From an optimization exercise on the open Yosys and OpenROAD flow, aimed at small area, a short achievable clock period and few clock cycles per item; shortcuts taken in it are not production practice. RTL that was checked went through simulation tests only; none was proved equivalent to the original. Function not checked in run 1: the RTL went through the layout flow alone. Power is estimated from default activity; no workload was simulated.

==> flow/design.v, too long to show whole: its modules and the start of the top module <==
// module math_core_alu: 945 lines
module math_core_alu #(
    parameter int DW = 32,
    parameter int CW = 32
) (
    input  logic          clk,
    input  logic          rst,
    input  logic [0:1]    mode,
    input  logic          in_valid,
    output logic          in_ready,
    input  logic [0:DW-1] ain,
    input  logic [0:DW-1] bin,
    output logic          out_valid,
    input  logic          out_ready,
    output logic [0:DW-1] result,
    output logic          ovf,
    output logic [0:CW-1] statistic,
    input  logic          stat_ld,
    input  logic [0:CW-1] stat_din,
    input  logic          flush,
    output logic          busy
);
  // ...
==> flow/flow/run.sh <==
#!/bin/bash
# The standard layout, with plain buf_1 port buffers and a tighter setup target
# for timing repair; the log of the whole make run goes to standard.log.
bash standard.sh BUFFER_PORTS_ARGS="-buffer_cell sky130_fd_sc_hd__buf_1" SETUP_SLACK_MARGIN=5.6 finish > standard.log 2>&1
==> flow/standard.sh <==
#!/bin/bash
# synth_recipe.tcl (not shown) runs the flow's synth.tcl, then flattens the netlist and writes it again
# the make line also repeats each setting of config.mk as NAME=value (left out here)
make -C /OpenROAD-flow-scripts/flow DESIGN_CONFIG=/design/flow/config.mk WORK_HOME=/design/flow/orfs CLKGATE_MAP_FILE= SYNTH_SCRIPT=/design/flow/synth_recipe.tcl "${@:-finish}"
==> flow/config.mk <==
export PLATFORM = sky130hd
export DESIGN_NAME = math_core_alu
export DESIGN_NICKNAME = math_core_alu
export VERILOG_FILES = /design/flow/design.v
export SDC_FILE = /design/flow/constraint.sdc
export NUM_CORES = 4
export LEC_CHECK = 0
export ABC_AREA = 1
export CAP_MARGIN = 20
export CORE_MARGIN = 2
export CORE_UTILIZATION = 40
export SLEW_MARGIN = 20
==> flow/constraint.sdc <==
create_clock -name core_clock -period 10.0 [get_ports {clk}]
set_input_delay 2.0000 -clock core_clock [delete_from_list [all_inputs] [get_ports {clk}]]
set_output_delay 2.0000 -clock core_clock [all_outputs]
set_load 0.01 [all_outputs]
==> results.sh, run 1 <==
export IMPL_status="timing/DRC/antenna clean"
export IMPL_slew_headroom=0.363
export IMPL_setup_worst_path_class="flip-flop to flip-flop"
export IMPL_first_global_vias=21149
export IMPL_fill_cells=4846
export IMPL_crit_chain="clkinvlp_4 -> buf_6 -> o22ai_2 -> xor2_1 -> fa_1 -> inv_1 -> fa_1 -> fa_1 -> inv_1 -> fa_2 -> inv_2 -> fa_2 -> a221oi_2 -> ha_1 -> nand2_4 -> nor2_4 -> a2111oi_4 -> o21a_1 -> o41ai_2"
export IMPL_power_frac_comb=0.784
export IMPL_drive_above_1_share=0.257
export IMPL_syn_cell_area_sq_um=21200
export IMPL_whs_ns=0.581
export IMPL_routed_wl_um=93400
export IMPL_synth_area_top_cells="fa_1 19%, edfxtp_1 18%, xor2_1 13%"
export IMPL_sequentialPowerShare=0.133
export IMPL_pg_clk_mw=0.669
export IMPL_ios=172
export IMPL_maxPowerGroup="combinational cells"
export IMPL_yosys_warnings=1
export IMPL_clock_fmax_ghz=0.181
export IMPL_pg_seq_mw=1.06
export IMPL_cts_buffer_depth=2
export IMPL_nFlopsAndLatches=162
export IMPL_clockBufferCount=21
export IMPL_regToRegSetupSlack_ns=4.48
export IMPL_setup_ws_ns=4.48
export IMPL_synth_common_cells="393 x inv_1, 343 x nand2_1, 321 x xor2_1"
export IMPL_yosysMostFrequentCell="inv_1"
export IMPL_portBuffers=171
export IMPL_cp_endpoint="ck2"
export IMPL_initial_core_util=0.404
export IMPL_critPathLaunch="a1[19]"
export IMPL_layout_cells_non_filler=3596
export IMPL_dp_slack_ns=3.19
export IMPL_buffers=464
export IMPL_synthMuxAreaShare=0.0101
==> run 2, diff against run 1 <==
--- a/flow/design.v
+++ b/flow/design.v
@@ -21,17 +21,17 @@
 );
     logic [31:0]   a1;
     logic [31:0]   b1;
     logic [16:0]   bone_1;
     logic [15:0]   btwo_1;
     logic [15:0]   bneg_1;
     logic [1:0]    m1;
     logic          v1;
-    localparam int K = 24;
+    localparam int K = 20;
     logic [31:K]   s2;
     logic [31:K]   c2;
     logic [K-1:0]  lo2;
     logic          ck2;
     logic          k1_2;
     logic          k2_2;
     logic          mulp2;
     logic [2-1:0] l32_2;
==> flow/config.mk (replaced) <==
export PLATFORM = sky130hd
export DESIGN_NAME = math_core_alu
export DESIGN_NICKNAME = math_core_alu
export VERILOG_FILES = /design/flow/design.v
export SDC_FILE = /design/flow/constraint.sdc
export NUM_CORES = 4
export LEC_CHECK = 0
export ABC_AREA = 0
export CAP_MARGIN = 20
export CORE_MARGIN = 2
export CORE_UTILIZATION = 40
export SLEW_MARGIN = 20
==> run 2 against run 1 <==
Non-clock buffer count decreased by 1. Clock-buffer cell count down 3. First-iteration DRC count is 20% lower. Cell area is 0.37% lower. Largest power group unchanged. Still clean.
==> results.sh, run 2 <==
export IMPL_cts_buffers=17
export IMPL_ant_nets=0
export IMPL_drive_above_1_share=0.261
export IMPL_die_h_um=234
export IMPL_track_usage=0.308
export IMPL_hpwl_um=49900
export IMPL_period_minus_slack_ns=5.00
export IMPL_placed_cells=2988
export IMPL_utilization=0.524
export IMPL_yosys_warnings=1
export IMPL_final_common_cell="a22oi_1"
export IMPL_grt_max_degree=83
export IMPL_ios=172
export IMPL_first_global_vias=19911
export IMPL_fin_area_sq_um=27500
export IMPL_avgSynthCellArea_sq_um=9.34
export IMPL_slew_violations=0
export IMPL_dp_slack_ns=4.20
export IMPL_finalSetupTns_ns=0
export IMPL_clkSinkCount=166
export IMPL_min_path_type="flip-flop to flip-flop"
export IMPL_regToRegSetupSlack_ns=5.12
export IMPL_worst_setup_path_start_kind="flip-flop"
export IMPL_cpPeakStageDelay_ns=0.41
export IMPL_postCtsHoldBufs=0
export IMPL_syn_cell_area_sq_um=21200
export IMPL_crit_slowest_cell="edfxtp_1"
export IMPL_grt_pass1_wl_um=125000
export IMPL_cts_tree="built"
export IMPL_async_flop_share=0.205
export IMPL_rr_startpoint="btwo_1[0]"
export IMPL_synth_ff_type="edfxtp_1"
export IMPL_synth_top_area_share=0.193
export IMPL_drt_pass1_iter_count=6
export IMPL_drt_iter0_drc=2255
export IMPL_hold_depth=2
export IMPL_hold_end="r_stat[27]"
export IMPL_rsz0062_at_grt="true"
export IMPL_reg2reg_depth=19
export IMPL_initial_core_util=0.404
export IMPL_period_share=0.500
export IMPL_h_tree_depth=4
export IMPL_post_dp_cell_area_sq_um=22500
export IMPL_hp_start="r_stat[27]"
export IMPL_gr_total_overflow=0
export IMPL_routed_wl_um=84500
export IMPL_cts_root_buf="clkbuf_16"
export IMPL_syn_nets=2679
export IMPL_final_cell_mix="219 x a22oi_1, 215 x xnor2_1, 193 x inv_1"
export IMPL_synth_common_cells="272 x a22oi_1, 242 x inv_1, 231 x xnor2_1"
export IMPL_rows=84
export IMPL_dieArea_sq_um=55000
export IMPL_design_core_area_sq_um=52600
export IMPL_yosysMostFrequentCell="a22oi_1"
export IMPL_clkLatencyLatePin_ns=0.50
export IMPL_final_hold_viol_count=0
export IMPL_seq_area_frac_synth=0.227
export IMPL_portBuffers=171
export IMPL_slew_headroom=0.338
export IMPL_fill_cells=4666
export IMPL_clkTransAtPathRegs_ns=0.08
export IMPL_vdd_drop_max_mv=0.551
export IMPL_tightestPinTransition_ns=0.992
export IMPL_r2r_end="k1_2"
export IMPL_clock_fmax_ghz=0.200
export IMPL_num_vias=19532
export IMPL_syn_inst=2274
export IMPL_fin_skew_ns=0.0170
export IMPL_crit_chain="ha_1 -> a21o_1 -> a21oi_2 -> nor2b_2 -> o41a_1 -> a41o_1 -> o41ai_4 -> o22ai_2 -> xnor2_2 -> buf_4"
export IMPL_post_drt_wl_per_cell_um=26.0
export IMPL_gp_congestion=0.964
export IMPL_critPathMaxFanout=2
export IMPL_power_leakage_nw=11.2
export IMPL_setup_ws_ns=5.00
export IMPL_viasPerCell=6.01
export IMPL_worstPathRequired_ns=8.00
export IMPL_antenna_found_initial=5
export IMPL_area_growth_pct=29.6
export IMPL_finalSetupViolCount=0
export IMPL_cp_end_kind="output pin"
export IMPL_setup_worst_path_class="flip-flop to output pin"
export IMPL_power_per_cell_area_nw_per_um2=307
export IMPL_arrival_ns=3.00
export IMPL_nets=2955
export IMPL_largestRegisters="a1 (32), r_stat (32), lo2 (20)"
export IMPL_ys_ff_latch=166
export IMPL_layout_cells_non_filler=3252
export IMPL_status="timing/DRC/antenna clean"
export IMPL_synth_edff_count=132
export IMPL_route_detailed_drc=0
export IMPL_synth_area_top_cells="fa_1 19%, edfxtp_1 19%, a22oi_1 9.6%"
export IMPL_synth_top_area_cell="fa_1"
export IMPL_synth_cell_types=65
export IMPL_die_w_um=234
export IMPL_max_cap_violations=0
export IMPL_cts_buffer_depth=2
## run 2: cell types whose count changed in the layout (fill, tap and decap cells not counted), sizes merged, moves of 115 or more
cell   change
a22oi    +256
xor2     -115
nand2    -212
xnor2    +205
o22ai    -269
inv      -149
## run 2: worst max path at each step
stage / startpoint / endpoint / cells after the start
after floorplan: bone_1[2] / ck2 / 20
after global placement: bneg_1[14] / lo2[19] / 17
after detailed placement: bneg_1[14] / lo2[19] / 17
after CTS: s2[20] / ovf / 10
after global routing: s2[20] / ovf / 10
final: s2[20] / ovf / 10
## run 2: worst max-delay path: cells and delay by family (launching register included)
family / cells / cell delay [ns]
AO/OA/AOI/OAI: 6 / 1.35
XOR/XNOR: 1 / 0.22
AND/OR/NAND/NOR: 1 / 0.07
flip-flops: 1 / 0.41
buffers and inverters: 1 / 0.16
adder cells (fa/ha/maj): 1 / 0.31
## run 2: cells by family (layout without fill, tap and decap cells)
| kind of cell | after synthesis | in the layout | synth area share |
|---|---|---|---|
| buf+inv | 451 | 738 | 0.0806 |
| xor+xnor | 437 | 437 | 0.180 |
| mux | 8 | 8 | 0.00383 |
| fa+ha+maj | 301 | 301 | 0.250 |
| other cells | 0 | 1 | 0 |
| compound gates | 511 | 513 | 0.164 |
| simple gates | 400 | 400 | 0.0949 |
| flops | 166 | 166 | 0.227 |
## run 2: layer usage
metal | vias up | routed length (um) | track usage
met4 | 4 | 5920 | 0.183
met1 | 9537 | 31500 | 0.391
li1 | 8283 | - | -
met5 | - | 27 | 0
met3 | 357 | 10700 | 0.100
met2 | 1351 | 36400 | 0.459
## run 2: area by class of cell
class | count | area, sq um | share of cell area
Antenna cell | 1 | 2.50 | 0.0000909
Clock buffer | 18 | 450 | 0.0164
Sequential cell | 166 | 4810 | 0.175
Inverter | 243 | 935 | 0.0340
Timing Repair Buffer | 463 | 4020 | 0.146
Tap cell | 688 | 861 | 0.0313
Multi-Input combinational cell | 1659 | 16300 | 0.592
Clock inverter | 14 | 160 | 0.00582
## run 2: through the flow
step           hold WS (ns)  total power, mW
6_report              0.597             8.46
5_1_grt               0.629             9.14
4_1_cts               0.602             7.83
3_5_place_dp          0.583             6.25
3_3_place_gp          0.578             6.19
2_1_floorplan         0.542             4.46
## run 2: report_power, final
part	leakage [nW]	internal (mW)	total, mW	switching [mW]
clock	0.302	0.369	0.712	0.342
sequential	1.83	0.975	1.06	0.0833
combinational	9.06	3.01	6.69	3.68
## run 2: timing repair
action                                 CTS  global route
endpoints found under the hold margin    0             0
pin swaps                              153           185
resized for setup                      370           167
setup endpoints to repair               53            49
buffers inserted                       172            34
cloned                                  23             2
Testbench counts of run 2, summed over its fixed seeds: cycles 16,016, items 16,000.
==> run 3, diff against run 2 <==
--- a/flow/config.mk
+++ b/flow/config.mk
@@ -6,5 +6,5 @@
 export NUM_CORES = 4
 export LEC_CHECK = 0
-export ABC_AREA = 0
+export ABC_AREA = 1
 export CAP_MARGIN = 20
 export CORE_MARGIN = 2
==> run 3 against run 2 <==
Via count grew 5.5%. Global-route usage down 0.26 points. Clock skew up 0.024 ns. Highest routed layer unchanged. Register-to-register slack got worse by 0.13 ns. Power down 12%. Synthesized cell count increased by 11%. Combinational power decreased by 16%. Core utilization decreased by 1.5 points. Clock-buffer cell count shrank 1. Largest cell class unchanged. Sequential share of layout area rose by 0.50 points. Synthesized area is essentially flat. Non-clock buffer count is 38 lower.
==> results.sh, run 3 <==
export IMPL_status="timing/DRC/antenna clean"
export IMPL_period_share=0.501
export IMPL_initial_core_util=0.405
export IMPL_h_tree_depth=4
export IMPL_rsz0062_at_grt="true"
export IMPL_power_frac_comb=0.762
export IMPL_async_flop_share=0.205
export IMPL_grt_max_degree=52
export IMPL_postCtsHoldBufs=0
export IMPL_final_common_cell="nand2_1"
export IMPL_first_global_vias=20395
export IMPL_ys_ff_latch=166
export IMPL_syn_inst=2533
export IMPL_drt_pass1_iter_count=6
export IMPL_arrival_ns=5.24
export IMPL_avgSynthCellArea_sq_um=8.39
export IMPL_ios=172
export IMPL_power_leakage_nw=11.8
export IMPL_critPathMaxFanout=4
export IMPL_die_w_um=235
export IMPL_max_cap_violations=0
export IMPL_setup_ws_ns=4.99
export IMPL_period_minus_slack_ns=5.01
export IMPL_track_usage=0.306
export IMPL_final_cell_mix="339 x nand2_1, 306 x inv_1, 304 x xor2_1"
export IMPL_die_h_um=235
export IMPL_power_frac_clock=0.092
export IMPL_setup_worst_path_class="flip-flop to flip-flop"
export IMPL_yosysMostFrequentCell="inv_1"
export IMPL_ant_nets=0
export IMPL_worstPathRequired_ns=10.23
export IMPL_finalSetupViolCount=0
export IMPL_fill_cells=4941
export IMPL_syn_nets=2938
export IMPL_cts_root_buf="clkbuf_16"
export IMPL_clock_fmax_ghz=0.200
export IMPL_viasPerCell=5.81
export IMPL_whs_ns=0.581
export IMPL_post_drt_wl_per_cell_um=23.9
export IMPL_tightestPinTransition_ns=0.940
export IMPL_vdd_drop_max_mv=0.270
export IMPL_power_per_cell_area_nw_per_um2=277
export IMPL_worst_setup_path_start_kind="flip-flop"
export IMPL_nets=3251
export IMPL_cts_tree="built"
export IMPL_largestRegisters="a1 (32), r_stat (32), lo2 (20)"
export IMPL_cts_buffer_depth=2
export IMPL_drive_above_1_share=0.235
export IMPL_synth_common_cells="384 x inv_1, 367 x nand2_1, 322 x xor2_1"
export IMPL_placed_cells=3272
export IMPL_min_path_type="flip-flop to flip-flop"
export IMPL_design_core_area_sq_um=52600
export IMPL_hpwl_um=54800
export IMPL_clkLatencyLatePin_ns=0.51
export IMPL_portBuffers=171
export IMPL_multi_input_area_sq_um=15400
export IMPL_area_growth_pct=25.8
export IMPL_synth_ff_type="edfxtp_1"
export IMPL_routed_wl_um=84700
export IMPL_sequentialPowerShare=0.145
export IMPL_route_detailed_drc=0
export IMPL_drt_iter0_drc=2330
export IMPL_grt_pass1_wl_um=124000
export IMPL_synth_top_area_cell="fa_1"
export IMPL_dp_slack_ns=3.66
export IMPL_dieArea_sq_um=55000
export IMPL_antenna_found_initial=1
export IMPL_num_vias=20607
export IMPL_p_int_mw=3.83
export IMPL_synth_edff_count=132
export IMPL_fin_area_sq_um=26800
export IMPL_clkSinkCount=166
export IMPL_gp_congestion=0.946
export IMPL_slew_violations=0
export IMPL_clkTransAtPathRegs_ns=0.07
export IMPL_yosys_warnings=1
export IMPL_gr_total_overflow=0
export IMPL_seq_area_sq_um=4810
export IMPL_final_hold_viol_count=0
export IMPL_switchingPower_mw=3.57
export IMPL_utilization=0.509
export IMPL_layout_cells_non_filler=3548
export IMPL_synth_area_top_cells="fa_1 19%, edfxtp_1 19%, xor2_1 13%"
export IMPL_finalSetupTns_ns=0
export IMPL_post_dp_cell_area_sq_um=22500
export IMPL_cp_end_kind="flip-flop"
export IMPL_regToRegSetupSlack_ns=4.99
export IMPL_fin_skew_ns=0.0409
export IMPL_p_total_mw=7.41
export IMPL_rows=84
export IMPL_syn_cell_area_sq_um=21300
export IMPL_slew_headroom=0.373
export IMPL_synth_cell_types=47
export IMPL_seq_area_frac_synth=0.226
export IMPL_switching_share=0.482
export IMPL_cts_buffers=17
export IMPL_synth_top_area_share=0.193
[run 3: cell count changes after synthesis, sizes merged, moves of 23 or more]
cell / before / now
o21ai: 127 / 99
o22ai: 4 / 271
nand3: 53 / 76
xor2: 206 / 322
nand4: 46 / 20
a21oi: 29 / 75
inv: 243 / 398
clkbuf: 173 / 93
a22oi: 272 / 13
nand2: 137 / 369
xnor2: 231 / 24
nor2: 60 / 128
[run 3: power by group through the flow]
stage	logic, mW	registers (mW)	clock network, mW
after detailed placement	4.41	1.10	0
after CTS	5.10	1.07	0.703
after global placement	4.32	1.10	0
after global routing	6.33	1.09	0.724
after floorplan	3.18	1.07	0
final	5.65	1.08	0.682
[run 3: worst max-delay path, stage by stage, from the launching register on]
cell and delay, ns:
edfxtp_1 0.51, clkinvlp_4 0.21, o22ai_2 0.22, xor2_1 0.23
ha_1 0.29, inv_2 0.07, fa_1 0.42, fa_1 0.51
inv_1 0.06, fa_1 0.50, o22ai_2 0.08, a31oi_1 0.18
ha_1 0.32, nand2_2 0.13, nor2_2 0.04, nand2_1 0.06
o211ai_1 0.09, a21oi_2 0.21, inv_2 0.07, a31oi_4 0.15
o21ai_2 0.09, nand3_1 0.08, nand2_1 0.06, xor2_1 0.15
[run 3: logic make-up (layout without fill, tap and decap cells)]
group                    count (synthesis)  count (layout)  synth area share
AO/OA/AOI/OAI                          505             505             0.142
XOR/XNOR                               346             346             0.143
adder cells (fa/ha/maj)                301             301             0.250
buffers and inverters                  565             890             0.102
flip-flops                             166             166             0.226
multiplexers                            19              19            0.0101
other                                    0               1                 0
AND/OR/NAND/NOR                        631             632             0.127
[run 3: worst paths after layout]
check,cells after the start,start,end
worst max-delay path,23,a1[10],lo2[19]
worst min-delay path,2,r_stat[30],r_stat[30]
worst max register to register,23,a1[10],lo2[19]
worst min register to register,2,r_stat[30],r_stat[30]
max in group asynchronous,1,rst,r_stat[2]
min in group asynchronous,1,rst,r_stat[7]
[run 3: final cells by class]
cell class | count | area share
repair inverters | 15 | 0.00402
well taps | 688 | 0.0322
clock inverters | 15 | 0.00585
clock buffers | 17 | 0.0159
repair buffers | 425 | 0.117
multi-input cells | 1803 | 0.576
flip-flops and latches | 166 | 0.180
diodes | 1 | 0.0000935
inverters | 418 | 0.0696
[run 3: routing by layer]
layer / global-route usage / part of all wire / wire length, um / vias up
li1: - / - / - / 8977
met1: 0.391 / 0.38 / 32400 / 9864
met2: 0.458 / 0.44 / 36900 / 1423
met3: 0.104 / 0.13 / 10600 / 341
met4: 0.158 / 0.056 / 4750 / 2
met5: 0 / 0.00050 / 42 / -
[run 3: repair_timing]
action,in CTS,in global routing
pin swaps,100,112
resized for setup,279,196
buffers inserted,198,26
endpoints found under the setup margin,56,105
cloned,19,0
==> run 4, diff against run 3 <==
--- a/flow/config.mk
+++ b/flow/config.mk
@@ -9,4 +9,4 @@
 export CAP_MARGIN = 20
 export CORE_MARGIN = 2
-export CORE_UTILIZATION = 40
+export CORE_UTILIZATION = 60
 export SLEW_MARGIN = 20
==> run 4 against run 3 <==
Still clean. Clock skew fell by 0.022 ns. Cell count fell by 6.3%. Setup slack got worse by 0.068 ns. Fmax fell by 1.3%. Highest routed layer unchanged. Critical path depth did not move.
==> results.sh, run 4 <==
export IMPL_status="timing/DRC/antenna clean"
export IMPL_hold_depth=2
export IMPL_gr_total_overflow=0
export IMPL_cts_tree="built"
export IMPL_drt_iter0_drc=2947
export IMPL_cts_buffers=17
export IMPL_design_core_area_sq_um=34700
export IMPL_clkTransAtPathRegs_ns=0.07
export IMPL_crit_slowest_cell="fa_1"
export IMPL_switchingPower_mw=3.77
export IMPL_power_frac_clock=0.095
export IMPL_cp_num_buf_inv=4
export IMPL_synth_ff_type="edfxtp_1"
export IMPL_grt_pass1_wl_um=121000
export IMPL_routed_wl_um=84100
export IMPL_antenna_found_initial=4
export IMPL_post_drt_wl_per_cell_um=25.3
export IMPL_rr_startpoint="a1[10]"
export IMPL_yosys_warnings=1
export IMPL_seq_area_frac_synth=0.226
export IMPL_synth_top_area_cell="fa_1"
export IMPL_die_h_um=192
export IMPL_power_frac_comb=0.764
export IMPL_area_growth_pct=25.7
export IMPL_worstPathRequired_ns=10.22
export IMPL_sequentialPowerShare=0.140
export IMPL_nets=3259
export IMPL_hold_end="r_stat[30]"
export IMPL_dieArea_sq_um=37000
export IMPL_synth_top_area_share=0.193
export IMPL_whs_ns=0.577
export IMPL_hp_start="r_stat[30]"
export IMPL_syn_inst=2533
export IMPL_rows=68
export IMPL_viasPerCell=6.33
export IMPL_yosysMostFrequentCell="inv_1"
export IMPL_vdd_drop_max_mv=0.484
export IMPL_period_minus_slack_ns=5.07
export IMPL_reg2reg_depth=23
export IMPL_largestRegisters="a1 (32), r_stat (32), lo2 (20)"
export IMPL_slew_violations=0
export IMPL_p_int_mw=3.87
export IMPL_power_leakage_nw=11.9
export IMPL_setup_worst_path_class="flip-flop to flip-flop"
export IMPL_gp_congestion=0.980
export IMPL_clkSinkCount=166
export IMPL_track_usage=0.448
export IMPL_regToRegSetupSlack_ns=4.93
export IMPL_critPathMaxFanout=5
export IMPL_cp_end_kind="flip-flop"
export IMPL_synth_area_top_cells="fa_1 19%, edfxtp_1 19%, xor2_1 13%"
export IMPL_die_w_um=192
export IMPL_final_common_cell="nand2_1"
export IMPL_postCtsHoldBufs=0
export IMPL_cts_buffer_depth=2
export IMPL_tightestPinTransition_ns=1.00
export IMPL_switching_share=0.493
export IMPL_slew_headroom=0.331
export IMPL_drt_pass1_iter_count=9
export IMPL_ys_ff_latch=166
export IMPL_clkLatencyLatePin_ns=0.48
export IMPL_clock_fmax_ghz=0.197
export IMPL_ant_nets=0
export IMPL_ios=172
export IMPL_portBuffers=171
export IMPL_rsz0062_at_grt="true"
export IMPL_finalSetupViolCount=0
export IMPL_power_per_cell_area_nw_per_um2=286
export IMPL_syn_nets=2938
export IMPL_worst_setup_path_start_kind="flip-flop"
export IMPL_first_global_vias=20523
export IMPL_hpwl_um=53600
export IMPL_min_path_type="flip-flop to flip-flop"
export IMPL_synth_edff_count=132
export IMPL_p_total_mw=7.64
export IMPL_drive_above_1_share=0.252
export IMPL_r2r_end="lo2[19]"
export IMPL_final_hold_viol_count=0
export IMPL_fin_skew_ns=0.0193
export IMPL_cp_top_family="adder cells"
export IMPL_period_share=0.507
export IMPL_route_detailed_drc=0
export IMPL_synth_cell_types=47
export IMPL_avgSynthCellArea_sq_um=8.39
export IMPL_crit_chain="clkinvlp_4 -> o22ai_2 -> xor2_1 -> ha_1 -> inv_1 -> fa_1 -> fa_1 -> inv_1 -> fa_1 -> o22ai_2 -> a31oi_1 -> ha_1 -> nand2_2 -> nor2_1 -> nand2_1 -> o211ai_1 -> a21oi_2 -> inv_1 -> a31oi_4 -> o21ai_2 -> nand3_1 -> nand2_1 -> xor2_1"
export IMPL_num_vias=21050
export IMPL_syn_cell_area_sq_um=21300
export IMPL_grt_max_degree=59
export IMPL_arrival_ns=5.30
export IMPL_initial_core_util=0.612
export IMPL_final_cell_mix="328 x nand2_1, 300 x inv_1, 299 x xor2_1"
export IMPL_async_flop_share=0.205
export IMPL_synth_common_cells="384 x inv_1, 367 x nand2_1, 322 x xor2_1"
export IMPL_cpPeakStageDelay_ns=0.52
export IMPL_cts_root_buf="clkbuf_16"
export IMPL_finalSetupTns_ns=0
export IMPL_h_tree_depth=4
export IMPL_max_cap_violations=0
[run 4: cell counts after synthesis]
Identical to the previous run, type by type.
[run 4: cell type report]
cell class                      instances  area, sq um
Timing Repair inverter                 11         81.3
Multi-Input combinational cell       1803        15600
Sequential cell                       166         4810
Fill cell                            2455         8000
Antenna cell                            1         2.50
Clock inverter                         14          191
Inverter                              418         1860
Tap cell                              455          569
Timing Repair Buffer                  437         3140
Clock buffer                           18          429
[run 4: power by group through the flow]
stage,clock network (mW),registers (mW),logic [mW]
after floorplan,0,1.07,3.18
after global placement,0,1.09,4.46
after detailed placement,0,1.09,4.56
after CTS,0.731,1.07,5.21
after global routing,0.758,1.08,6.50
final,0.728,1.07,5.84
[run 4: worst reg2reg max path, cell delays in order, from the launching register on]
cell        delay, ns
edfxtp_1         0.51
clkinvlp_4       0.29
o22ai_2          0.23
xor2_1           0.09
ha_1             0.29
inv_1            0.05
fa_1             0.52
fa_1             0.50
inv_1            0.05
fa_1             0.49
o22ai_2          0.07
a31oi_1          0.20
ha_1             0.32
nand2_2          0.11
nor2_1           0.04
nand2_1          0.08
o211ai_1         0.11
a21oi_2          0.20
inv_1            0.10
a31oi_4          0.19
o21ai_2          0.09
nand3_1          0.09
nand2_1          0.08
xor2_1           0.14
[run 4: kinds of logic (layout without fill, tap and decap cells)]
kind of cell	after synthesis	in the layout	synth area share
adders and majority gates	301	301	0.250
muxes	19	19	0.0101
and+or+nand+nor	631	632	0.127
xor gates and xnor gates	346	346	0.143
buffers and inverters	565	898	0.102
AOI/OAI and AO/OA	505	505	0.142
other	0	1	0
DFF	166	166	0.226
[run 4: layer usage]
metal / vias up / track usage / wire length [um]
met1: 9831 / 0.547 / 29500
met4: 2 / 0.297 / 6580
met2: 1743 / 0.657 / 36000
met5: - / 0.00824 / 16
li1: 8975 / - / -
met3: 499 / 0.172 / 12100
[run 4: timing repair]
action                                  CTS  global route
setup buffers                           167            67
endpoints found under the setup margin   56            50
pin swaps                               100           139
gates resized for setup                 294           219
cloned                                   14             1
[run 4: how the worst max path moves through the flow]
stage,startpoint,cells after the start,slack (ns),to
6_report,a1[10],23,4.93,lo2[19]
5_1_grt,a1[10],23,4.78,lo2[19]
4_1_cts,a1[10],19,5.10,lo2[19]
3_5_place_dp,bneg_1[9],25,4.22,ck2
3_3_place_gp,bneg_1[2],17,4.34,lo2[19]
2_1_floorplan,out_ready,4,5.01,in_ready
[run 4: through the flow]
stage | instance area [sq um] | setup slack (ns) | util | instances
after floorplan | 21600 | 5.01 | - | 2533
after global placement | 22200 | 4.34 | 0.640 | 3040
after detailed placement | 22200 | 4.22 | 0.640 | 3040
after CTS | 25300 | 5.10 | 0.729 | 3253
after global routing | 26700 | 4.78 | 0.770 | 3322
final | 26700 | 4.93 | 0.770 | 3323

## separate check: timing with driven ports
Ports are ideal in the flow. The routed layouts listed here were re-timed in OpenROAD.
Step 1 sets driving cells, clkbuf_16 on the clock port and buf_2 on the other inputs (assumed; they add their load-dependent delay and slew).
Step 2, shift: input delay + t, output delay - t, t = (earliest + latest rising clock arrival at the registers) / 2. This alone moves slack from input paths to output paths.
Three values: no drivers, after step 1, after step 2; two values: the first two.
run | t (ns) | setup WS [ns] | worst hold slack (ns) | worst data-port slew with drivers (ns) | cell pins on the clock port's net
run 1 | 0.528 | 4.478 / 4.478 / 4.478 | 0.581 / 0.581 / 0.581 | 0.07 | 1
run 2 | 0.542 | 5.002 / 4.945 / 5.118 | 0.597 / 0.597 / 0.597 | 0.07 | 1
run 3 | 0.553 | 4.993 / 4.993 / 4.993 | 0.581 / 0.581 / 0.581 | 0.08 | 1
run 4 | 0.524 | 4.925 / 4.925 / 4.925 | 0.577 / 0.577 / 0.577 | 0.06 | 1
After both steps setup and hold are still met in every run listed.
